From an optimization exercise on the open Yosys and OpenROAD flow, aimed at small area and few clock cycles per item; shortcuts taken in it are not production practice. At most, simulation tests tie the RTL to the original design; equivalence was not proved. Power figures rest on the tool's default switching activity, not on a simulated workload.

## sobel_top
module sobel_top (
    input  logic       clk,
    input  logic       rst_n,
    input  logic       pix_valid,
    output logic       pix_ready,
    input  logic [7:0] pix,
    output logic       edge_valid,
    input  logic       edge_ready,
    output logic       edge_bit,
    output logic       edge_last       
);
==> flow/config.mk <==
export PLATFORM = sky130hd
export DESIGN_NAME = sobel_top
export DESIGN_NICKNAME = sobel_top
export VERILOG_FILES = /design/flow/design.v
export SDC_FILE = /design/flow/constraint.sdc
export NUM_CORES = 4
export LEC_CHECK = 0
export CAP_MARGIN = 20
export CORE_MARGIN = 2
export CORE_UTILIZATION = 40
export CTS_BUF_LIST = sky130_fd_sc_hd__clkbuf_8
export CTS_CLUSTER_DIAMETER = 60
export CTS_CLUSTER_SIZE = 18
export PLACE_DENSITY = 0.6
export SLEW_MARGIN = 20
==> flow/constraint.sdc <==
create_clock -name core_clock -period 8.0 [get_ports {clk}]
set_input_delay 1.6000 -clock core_clock [delete_from_list [all_inputs] [get_ports {clk}]]
set_output_delay 1.6000 -clock core_clock [all_outputs]
set_load 0.01 [all_outputs]
standard.sh (not shown) runs the stock make flow with config.mk's settings and CLKGATE_MAP_FILE= SYNTH_SCRIPT=/design/flow/synth_recipe.tcl, a recipe that flattens the netlist after the stock synthesis.
==> flow/flow/run.sh <==
#!/bin/bash
# Own layout flow: the standard layout (standard.sh, unchanged synthesis,
# placement, routing and power grid), with the clock tree built from
# clkbuf_8 sink clusters and without CTS dummy loads. The full make output
# goes to standard.log here; ORFS's per-step logs are under orfs/logs.
set -euo pipefail
export CTS_ARGS="-sink_clustering_enable -repair_clock_nets -sink_clustering_size 18 -sink_clustering_max_diameter 60 -buf_list sky130_fd_sc_hd__clkbuf_8 -dont_use_dummy_load"
bash standard.sh > standard.log 2>&1
Testbench counts at the start, summed over its fixed seeds: cycles 24,856, pixels 24,576.
Rerun with:
--- a/flow/design.v
+++ b/flow/design.v
@@ -243,23 +243,23 @@
             8'd140: tq = 8'd53;
             8'd141: tq = 8'd51;
             8'd142: tq = 8'd48;
             8'd143: tq = 8'd45;
             8'd144: tq = 8'd42;
             8'd145: tq = 8'd38;
             8'd146: tq = 8'd34;
             8'd147: tq = 8'd29;
             8'd148: tq = 8'd24;
             8'd149: tq = 8'd17;
             8'd150: tq = 8'd0;
-            default: tq = 8'd0;             
+            default: tq = 8'hxx;            
         endcase
     end
     assign cmp = {1'b0, b[7:0]} + {1'b0, ~tq} + {8'd0, sy};
     assign is_edge  = (ax > 10'd150) || (|b[9:8]) || cmp[8];
     always_ff @(posedge clk) begin
         ring_a <= {ring_a[247:0], acc ? ibuf : tap_a};
         ring_b <= {ring_b[247:0], acc ? tap_a : tap_b};
     end
     always_ff @(posedge clk) begin
         if (pix_ready) ibuf <= pix;
         if (wsh) begin
The changed run passed the timing, DRC and antenna checks. Die area fell by 0.65%. Global-route usage rose by 0.73 points. Cell area barely changes. Total power rose by 17%. Utilization rose by 0.23 points. Clock-buffer cell count rose by 2. Wire length rose by 2.3%. Clock skew rose by 0.033 ns. Hold slack gets worse by 0.0097 ns. Via count rose by 2.4%. First-iteration DRC count fell by 25%.
Testbench counts after the change, summed over its fixed seeds: cycles 24,856, pixels 24,576.

main:
sobel_top, a different RTL version from the one above (not shown whole).
Size in the first run: about 1100 cells after synthesis, about 16 I/O pins.
==> flow/config.mk <==
export PLATFORM = sky130hd
export DESIGN_NAME = sobel_top
export DESIGN_NICKNAME = sobel_top
export VERILOG_FILES = /design/flow/design.v
export SDC_FILE = /design/flow/constraint.sdc
export NUM_CORES = 4
export LEC_CHECK = 0
export CAP_MARGIN = 20
export CORE_MARGIN = 2
export CORE_UTILIZATION = 40
export CTS_BUF_LIST = sky130_fd_sc_hd__clkbuf_8
export CTS_CLUSTER_DIAMETER = 60
export CTS_CLUSTER_SIZE = 18
export PLACE_DENSITY = 0.6
export SLEW_MARGIN = 20
==> flow/constraint.sdc <==
create_clock -name core_clock -period 8.0 [get_ports {clk}]
set_input_delay 1.6000 -clock core_clock [delete_from_list [all_inputs] [get_ports {clk}]]
set_output_delay 1.6000 -clock core_clock [all_outputs]
set_load 0.01 [all_outputs]
run.sh (not shown) runs the stock make flow with config.mk's settings and CLKGATE_MAP_FILE= SYNTH_SCRIPT=/design/flow/synth_recipe.tcl, a recipe that flattens the netlist after the stock synthesis.
Stock flow here: none of the scripts above is used.
Testbench counts of main, summed over its fixed seeds: cycles 24,856, pixels 24,576.
diff inputs: main => the feature branch
--- a/flow/design.v
+++ b/flow/design.v
@@ -260,32 +260,28 @@
             edge_bit  <= is_edge;
             edge_last <= fin_step;
         end
     end
     always_ff @(posedge clk or negedge rst_n) begin
         if (!rst_n) begin
             icol       <= 5'd0;
             rf         <= 5'd0;
             fl         <= 1'b0;
             fin        <= 1'b0;
-            tmask      <= 1'b0;
-            unew       <= 1'b0;
             edge_valid <= 1'b0;
             ibuf_v     <= 1'b0;
         end else begin
             if (pix_ready) ibuf_v <= pix_valid;
             icol  <= icol_n;
             rf    <= rf_n;
             fl    <= fl_n;
             fin   <= fin_n;
-            tmask <= fl_n || (rf_n > 5'd1);
-            unew  <= !(fl_n ? (rf_n == 5'd0) : (icol_n == 5'd0)) && !fin_n;
             if (can_load) edge_valid <= emit;
         end
     end
     always_comb begin
         icol_n = acc ? icol + 5'd1 : icol;
         rf_n   = rf;
         fl_n   = fl;
         fin_n  = fin;
         if (acc && icol == 5'd31) begin
             if (fl) begin
@@ -300,20 +296,24 @@
             rf_n = rf + 5'd1;                     
         end
         if (wf && rf == 5'd31) begin
             fl_n  = 1'b0;
             fin_n = 1'b1;
         end else if (fin_step) begin
             fin_n = 1'b0;
         end
     end
     always_ff @(posedge clk) begin
+        tmask <= fl_n || (rf_n > 5'd1);
+        unew  <= !(fl_n ? (rf_n == 5'd0) : (icol_n == 5'd0)) && !fin_n;
+    end
+    always_ff @(posedge clk) begin
         tapcol <= (idle && !acc) ? 5'd0 : tapcol + 5'd1;
     end
 endmodule
 module rca #(
     parameter int W = 8
 ) (
     input  logic [W-1:0] a,
     input  logic [W-1:0] b,
     input  logic         ci,
     output logic [W-1:0] s,
==> comparison <==
[compare] base=main new=the feature branch: buffer and inverter count on the worst path grew by 1; clock buffer instance count of the final layout grew by 3.
Status: cell area after synthesis parity (the feature branch, main)
The feature branch: routed length per placed instance higher than main
Compared with main, the feature branch shows a post-synthesis cell count that is about 1.4% higher.
[compare] base=main new=the feature branch: maximum resistive drop on vdd went down by 16%; number of inverters outside the clock class in the layout went up by 1.3%; total sequential power higher; relative contribution of the clock network to total power saw little to no change.
The final non-filler cell area of the feature branch was inferior to that of main.
Summary across the feature branch and main: the single failing run is the feature branch.
Function not checked in the feature branch: the RTL went through the layout flow alone.

old:
The RTL this note starts from:
==> flow/design.v <==
localparam int img_width  = 32;                    
localparam int img_height = 24;                    
localparam int col_bits = $clog2(img_width + 1);
localparam int row_bits = $clog2(img_height);      
localparam int pixel_bits = 8;                     
localparam int grad_bits  = 11;                    
localparam int mag_bits   = 22;                    
localparam logic [mag_bits-1:0] edge_threshold_sq = 22'd22500;
localparam logic [1:0] FILL  = 2'd0;
localparam logic [1:0] RUN   = 2'd1;
localparam logic [1:0] FLUSH = 2'd2;
`timescale 1ns/1ps
module sobel_top (
    input  logic       clk,
    input  logic       rst_n,
    input  logic       pix_valid,
    output logic       pix_ready,
    input  logic [7:0] pix,
    output logic       edge_valid,
    input  logic       edge_ready,
    output logic       edge_bit,
    output logic       edge_last       
);
    logic [255:0] ring_a;         
    logic [255:0] ring_b;         
    logic [4:0]   tapcol;         
    logic [4:0]   icol;           
    logic [4:0]   rf;             
    logic         fl;             
    logic         fin;            
    logic [7:0]   ibuf;           
    logic         ibuf_v;
    logic [9:0]        v1, v0;        
    logic [8:0]        d1, d0;        
    logic [7:0] tap_a, tap_b;
    logic       can_load, r0, r1, at_i, at_f, idle;
    logic       acc, wl, wf, fin_step, wsh, emit, col0, use_new;
    logic [4:0] icol_n, rf_n;
    logic       fl_n, fin_n;
    logic       tmask;            
    logic       unew;             
    assign tap_a = ring_a[255:248];
    assign tap_b = ring_b[255:248];
    assign can_load = !edge_valid || edge_ready;
    assign r0       = fl || (rf == 5'd0);
    assign r1       = !fl && (rf == 5'd1);
    assign at_i     = (tapcol == icol);
    assign at_f     = (tapcol == rf);
    assign idle     = r0 && (icol == 5'd0) && !fl;
    assign acc       = ibuf_v && at_i && (r0 ? (!fl || (rf != icol) || can_load) : can_load);
    assign pix_ready = !ibuf_v || acc;
    assign wl       = acc && !r0;                  
    assign wf       = fl && at_f && can_load;      
    assign fin_step = fin && can_load;
    assign wsh      = wl || wf;
    assign col0     = fl ? (rf == 5'd0) : (icol == 5'd0);    
    assign use_new  = unew;                        
    assign emit     = (wl && !(r1 && icol == 5'd0)) || wf || fin_step;
    logic [7:0]        top, bot;
    logic [9:0]        vn;
    logic [8:0]        dn;
    assign top = tmask ? tap_b : 8'd0;
    assign bot = fl ? 8'd0 : ibuf;
    logic [7:0] tb_s, dn_s;
    logic       tb_c, dn_c;
    rca #(8) i_tb (.a(top), .b(bot), .ci(1'b0), .s(tb_s), .co(tb_c));
    rca #(9) i_vn (.a({tb_c, tb_s[7:1]}), .b({1'b0, tap_a}), .ci(1'b0), .s(vn[9:1]), .co());
    assign vn[0] = tb_s[0];
    rca #(8) i_dn (.a(bot), .b(~top), .ci(1'b1), .s(dn_s), .co(dn_c));
    assign dn = {~dn_c, dn_s};
    logic [10:0]        gx, gy;         
    logic [9:0]         ax, b;
    logic               sy;
    logic [7:0]         tq;
    logic [8:0]         cmp;
    logic               is_edge;
    logic [9:0] y1;
    logic [8:0] dk;
    assign dk = use_new ? dn : 9'd0;
    logic [7:0]  tx, mx, bx;
    logic [10:0] o1, o2, o3, o4, s1, c1, s2, c2;
    assign tx = (use_new && tmask) ? tap_b : 8'd0;
    assign mx = use_new ? tap_a : 8'd0;
    assign bx = (use_new && !fl) ? ibuf : 8'd0;
    assign o1 = {3'b000, tx};
    assign o2 = {2'b00, mx, 1'b0};
    assign o3 = {3'b000, bx};
    assign o4 = {1'b1, ~v0};                      
    for (genvar i = 0; i < 11; i++) begin : g_csa
        assign s1[i] = o1[i] ^ o2[i] ^ o3[i];
        assign c1[i] = (o1[i] & o2[i]) | (o3[i] & (o1[i] | o2[i]));
    end
    for (genvar i = 0; i < 11; i++) begin : g_csa2
        logic ci;
        assign ci    = (i == 0) ? 1'b0 : c1[i-1];
        assign s2[i] = s1[i] ^ ci ^ o4[i];
        assign c2[i] = (s1[i] & ci) | (o4[i] & (s1[i] | ci));
    end
    assign gx = s2 + {c2[9:0], 1'b1};             
    rca #(10) i_y1 (.a({d0[8], d0}), .b({dk[8], dk}), .ci(1'b0), .s(y1), .co());
    rca #(11) i_gy (.a({y1[9], y1}), .b({d1[8], d1, 1'b0}), .ci(1'b0), .s(gy), .co());
    rca #(10) i_ax (.a(gx[9:0] ^ {10{gx[10]}}), .b(10'd0), .ci(gx[10]), .s(ax), .co());
    assign sy = gy[10];
    assign b  = gy[9:0] ^ {10{sy}};
    always_comb begin
        case (ax[7:0])
            8'd0: tq = 8'd150;
            8'd1: tq = 8'd149;
            8'd2: tq = 8'd149;
            8'd3: tq = 8'd149;
            8'd4: tq = 8'd149;
            8'd5: tq = 8'd149;
            8'd6: tq = 8'd149;
            8'd7: tq = 8'd149;
            8'd8: tq = 8'd149;
            8'd9: tq = 8'd149;
            8'd10: tq = 8'd149;
            8'd11: tq = 8'd149;
            8'd12: tq = 8'd149;
            8'd13: tq = 8'd149;
            8'd14: tq = 8'd149;
            8'd15: tq = 8'd149;
            8'd16: tq = 8'd149;
            8'd17: tq = 8'd149;
            8'd18: tq = 8'd148;
            8'd19: tq = 8'd148;
            8'd20: tq = 8'd148;
            8'd21: tq = 8'd148;
            8'd22: tq = 8'd148;
            8'd23: tq = 8'd148;
            8'd24: tq = 8'd148;
            8'd25: tq = 8'd147;
            8'd26: tq = 8'd147;
            8'd27: tq = 8'd147;
            8'd28: tq = 8'd147;
            8'd29: tq = 8'd147;
            8'd30: tq = 8'd146;
            8'd31: tq = 8'd146;
            8'd32: tq = 8'd146;
            8'd33: tq = 8'd146;
            8'd34: tq = 8'd146;
            8'd35: tq = 8'd145;
            8'd36: tq = 8'd145;
            8'd37: tq = 8'd145;
            8'd38: tq = 8'd145;
            8'd39: tq = 8'd144;
            8'd40: tq = 8'd144;
            8'd41: tq = 8'd144;
            8'd42: tq = 8'd144;
            8'd43: tq = 8'd143;
            8'd44: tq = 8'd143;
            8'd45: tq = 8'd143;
            8'd46: tq = 8'd142;
            8'd47: tq = 8'd142;
            8'd48: tq = 8'd142;
            8'd49: tq = 8'd141;
            8'd50: tq = 8'd141;
            8'd51: tq = 8'd141;
            8'd52: tq = 8'd140;
            8'd53: tq = 8'd140;
            8'd54: tq = 8'd139;
            8'd55: tq = 8'd139;
            8'd56: tq = 8'd139;
            8'd57: tq = 8'd138;
            8'd58: tq = 8'd138;
            8'd59: tq = 8'd137;
            8'd60: tq = 8'd137;
            8'd61: tq = 8'd137;
            8'd62: tq = 8'd136;
            8'd63: tq = 8'd136;
            8'd64: tq = 8'd135;
            8'd65: tq = 8'd135;
            8'd66: tq = 8'd134;
            8'd67: tq = 8'd134;
            8'd68: tq = 8'd133;
            8'd69: tq = 8'd133;
            8'd70: tq = 8'd132;
            8'd71: tq = 8'd132;
            8'd72: tq = 8'd131;
            8'd73: tq = 8'd131;
            8'd74: tq = 8'd130;
            8'd75: tq = 8'd129;
            8'd76: tq = 8'd129;
            8'd77: tq = 8'd128;
            8'd78: tq = 8'd128;
            8'd79: tq = 8'd127;
            8'd80: tq = 8'd126;
            8'd81: tq = 8'd126;
            8'd82: tq = 8'd125;
            8'd83: tq = 8'd124;
            8'd84: tq = 8'd124;
            8'd85: tq = 8'd123;
            8'd86: tq = 8'd122;
            8'd87: tq = 8'd122;
            8'd88: tq = 8'd121;
            8'd89: tq = 8'd120;
            8'd90: tq = 8'd120;
            8'd91: tq = 8'd119;
            8'd92: tq = 8'd118;
            8'd93: tq = 8'd117;
            8'd94: tq = 8'd116;
            8'd95: tq = 8'd116;
            8'd96: tq = 8'd115;
            8'd97: tq = 8'd114;
            8'd98: tq = 8'd113;
            8'd99: tq = 8'd112;
            8'd100: tq = 8'd111;
            8'd101: tq = 8'd110;
            8'd102: tq = 8'd109;
            8'd103: tq = 8'd109;
            8'd104: tq = 8'd108;
            8'd105: tq = 8'd107;
            8'd106: tq = 8'd106;
            8'd107: tq = 8'd105;
            8'd108: tq = 8'd104;
            8'd109: tq = 8'd103;
            8'd110: tq = 8'd101;
            8'd111: tq = 8'd100;
            8'd112: tq = 8'd99;
            8'd113: tq = 8'd98;
            8'd114: tq = 8'd97;
            8'd115: tq = 8'd96;
            8'd116: tq = 8'd95;
            8'd117: tq = 8'd93;
            8'd118: tq = 8'd92;
            8'd119: tq = 8'd91;
            8'd120: tq = 8'd90;
            8'd121: tq = 8'd88;
            8'd122: tq = 8'd87;
            8'd123: tq = 8'd85;
            8'd124: tq = 8'd84;
            8'd125: tq = 8'd82;
            8'd126: tq = 8'd81;
            8'd127: tq = 8'd79;
            8'd128: tq = 8'd78;
            8'd129: tq = 8'd76;
            8'd130: tq = 8'd74;
            8'd131: tq = 8'd73;
            8'd132: tq = 8'd71;
            8'd133: tq = 8'd69;
            8'd134: tq = 8'd67;
            8'd135: tq = 8'd65;
            8'd136: tq = 8'd63;
            8'd137: tq = 8'd61;
            8'd138: tq = 8'd58;
            8'd139: tq = 8'd56;
            8'd140: tq = 8'd53;
            8'd141: tq = 8'd51;
            8'd142: tq = 8'd48;
            8'd143: tq = 8'd45;
            8'd144: tq = 8'd42;
            8'd145: tq = 8'd38;
            8'd146: tq = 8'd34;
            8'd147: tq = 8'd29;
            8'd148: tq = 8'd24;
            8'd149: tq = 8'd17;
            8'd150: tq = 8'd0;
            default: tq = 8'd0;             
        endcase
    end
    assign cmp = {1'b0, b[7:0]} + {1'b0, ~tq} + {8'd0, sy};
    assign is_edge  = (ax > 10'd150) || (|b[9:8]) || cmp[8];
    always_ff @(posedge clk) begin
        ring_a <= {ring_a[247:0], acc ? ibuf : tap_a};
        ring_b <= {ring_b[247:0], acc ? tap_a : tap_b};
    end
    always_ff @(posedge clk) begin
        if (pix_ready) ibuf <= pix;
        if (wsh) begin
            v1 <= vn;
            d1 <= dn;
            v0 <= col0 ? 10'd0 : v1;              
            d0 <= col0 ? 9'd0 : d1;
        end
        if (can_load && emit) begin
            edge_bit  <= is_edge;
            edge_last <= fin_step;
        end
    end
    always_ff @(posedge clk or negedge rst_n) begin
        if (!rst_n) begin
            icol       <= 5'd0;
            rf         <= 5'd0;
            fl         <= 1'b0;
            fin        <= 1'b0;
            edge_valid <= 1'b0;
            ibuf_v     <= 1'b0;
        end else begin
            if (pix_ready) ibuf_v <= pix_valid;
            icol  <= icol_n;
            rf    <= rf_n;
            fl    <= fl_n;
            fin   <= fin_n;
            if (can_load) edge_valid <= emit;
        end
    end
    always_comb begin
        icol_n = acc ? icol + 5'd1 : icol;
        rf_n   = rf;
        fl_n   = fl;
        fin_n  = fin;
        if (acc && icol == 5'd31) begin
            if (fl) begin
                rf_n = 5'd1;                      
            end else if (rf == 5'd23) begin
                rf_n = 5'd0;                      
                fl_n = 1'b1;
            end else begin
                rf_n = rf + 5'd1;
            end
        end else if (wf) begin
            rf_n = rf + 5'd1;                     
        end
        if (wf && rf == 5'd31) begin
            fl_n  = 1'b0;
            fin_n = 1'b1;
        end else if (fin_step) begin
            fin_n = 1'b0;
        end
    end
    always_ff @(posedge clk) begin
        tmask <= fl_n || (rf_n > 5'd1);
        unew  <= !(fl_n ? (rf_n == 5'd0) : (icol_n == 5'd0)) && !fin_n;
    end
    always_ff @(posedge clk) begin
        tapcol <= (idle && !acc) ? 5'd0 : tapcol + 5'd1;
    end
endmodule
module rca #(
    parameter int W = 8
) (
    input  logic [W-1:0] a,
    input  logic [W-1:0] b,
    input  logic         ci,
    output logic [W-1:0] s,
    output logic         co
);
    logic [W:0] c;
    assign c[0] = ci;
    for (genvar i = 0; i < W; i++) begin : g_bit
        assign s[i]   = a[i] ^ b[i] ^ c[i];
        assign c[i+1] = (a[i] & b[i]) | (c[i] & (a[i] | b[i]));
    end
    assign co = c[W];
endmodule
clock: 8.0 ns
lec_check: 0
cap_margin: 20
core_margin: 2
core_utilization: 40
cts_buf_list: sky130_fd_sc_hd__clkbuf_8
cts_cluster_diameter: 60
cts_cluster_size: 18
place_density: 0.6
slew_margin: 20
Looking at the reports, old completed the entire flow and the layout it produced met the timing, DRC and antenna checks.
## Diff of input files: new against old
diff --git a/flow/design.v b/flow/design.v
--- a/flow/design.v
+++ b/flow/design.v
@@ -61,11 +61,18 @@
     logic [8:0]        dn;
     assign top = tmask ? tap_b : 8'd0;
     assign bot = fl ? 8'd0 : ibuf;
-    logic [7:0] tb_s, dn_s;
-    logic       tb_c, dn_c;
-    rca #(8) i_tb (.a(top), .b(bot), .ci(1'b0), .s(tb_s), .co(tb_c));
-    rca #(9) i_vn (.a({tb_c, tb_s[7:1]}), .b({1'b0, tap_a}), .ci(1'b0), .s(vn[9:1]), .co());
-    assign vn[0] = tb_s[0];
+    logic [7:0] dn_s;
+    logic       dn_c;
+    logic [8:0] s1, c1;
+    for (genvar i = 0; i < 9; i++) begin : g_csa
+        logic a, m, c;
+        assign a     = (i < 8) ? top[i] : 1'b0;
+        assign m     = (i > 0) ? tap_a[i-1] : 1'b0;
+        assign c     = (i < 8) ? bot[i] : 1'b0;
+        assign s1[i] = a ^ m ^ c;
+        assign c1[i] = (a & m) | (c & (a | m));
+    end
+    rca #(9) i_vn (.a(s1), .b({c1[7:0], 1'b0}), .ci(1'b0), .s(vn[8:0]), .co(vn[9]));
     rca #(8) i_dn (.a(bot), .b(~top), .ci(1'b1), .s(dn_s), .co(dn_c));
     assign dn = {~dn_c, dn_s};
     logic [10:0]        gx, gy;         
@@ -77,24 +84,13 @@
     logic [9:0] y1;
     logic [8:0] dk;
     assign dk = use_new ? dn : 9'd0;
-    logic [7:0]  tx, mx, bx;
-    logic [10:0] o1, o2, o3, o4, s1, c1, s2, c2;
-    assign tx = (use_new && tmask) ? tap_b : 8'd0;
-    assign mx = use_new ? tap_a : 8'd0;
-    assign bx = (use_new && !fl) ? ibuf : 8'd0;
-    assign o1 = {3'b000, tx};
-    assign o2 = {2'b00, mx, 1'b0};
-    assign o3 = {3'b000, bx};
+    logic [10:0] su, cu, o4, s2, c2;
+    assign su = use_new ? {2'b00, s1} : 11'd0;
+    assign cu = use_new ? {1'b0, c1, 1'b0} : 11'd0;
     assign o4 = {1'b1, ~v0};                      
-    for (genvar i = 0; i < 11; i++) begin : g_csa
-        assign s1[i] = o1[i] ^ o2[i] ^ o3[i];
-        assign c1[i] = (o1[i] & o2[i]) | (o3[i] & (o1[i] | o2[i]));
-    end
     for (genvar i = 0; i < 11; i++) begin : g_csa2
-        logic ci;
-        assign ci    = (i == 0) ? 1'b0 : c1[i-1];
-        assign s2[i] = s1[i] ^ ci ^ o4[i];
-        assign c2[i] = (s1[i] & ci) | (o4[i] & (s1[i] | ci));
+        assign s2[i] = su[i] ^ cu[i] ^ o4[i];
+        assign c2[i] = (su[i] & cu[i]) | (o4[i] & (su[i] | cu[i]));
     end
     assign gx = s2 + {c2[9:0], 1'b1};             
     rca #(10) i_y1 (.a({d0[8], d0}), .b({dk[8], dk}), .ci(1'b0), .s(y1), .co());
[summary]
- Every stage of the flow completed for new, and the final layout passed the timing, DRC and antenna checks.
- The lower die outline width came out of new.
- The cell at the slowest stage of the critical path comes out fa_1 in one run and dfxtp_1 in the other, namely in new and old respectively.
- Changes observed in new relative to old: internal power -about 14%, number of non-clock buffers in the layout shows a reduction of 28%, area of placed instances went down by 200 um2, buffer and inverter count on the worst path shows an increase of 2.
Testbench counts of new, summed over its fixed seeds: cycles 24,856, pixels 24,576.
No functional check of the RTL was part of old.

[port drivers added, routing unchanged]
Ports are ideal in the flow. The routed layouts listed here were re-timed in OpenROAD.
Step 1 sets driving cells, clkbuf_16 on the clock port and buf_2 on the other inputs (assumed; they add their load-dependent delay and slew).
Step 2 also shifts input and output timing later by t, the mid clock arrival at the registers, as if the neighbouring blocks saw the same clock.
a / b / c = ideal / step 1 / step 2; a / b = the first two.
| run | shift t [ns] | slack for setup (ns) | hold slack, ns | worst register clock-pin slew, ns |
|---|---|---|---|---|
| the first run of note 1 | 0.591 | 0.544 / 0.544 / 0.544 | 0.294 / 0.294 / 0.294 | 0.10 / 0.10 |
| the second run of note 1 | 0.590 | 0.568 / 0.568 / 0.568 | 0.284 / 0.284 / 0.284 | 0.10 / 0.10 |
| main | 0.603 | 0.153 / 0.153 / 0.153 | 0.322 / 0.322 / 0.322 | 0.11 / 0.11 |
| the feature branch | 0.626 | -0.050 / -0.050 / -0.050 | 0.313 / 0.313 / 0.313 | 0.11 / 0.11 |
| old | 0.639 | 0.627 / 0.627 / 0.627 | 0.313 / 0.313 / 0.313 | 0.11 / 0.11 |
| new | 0.622 | 0.538 / 0.538 / 0.538 | 0.322 / 0.322 / 0.322 | 0.11 / 0.11 |
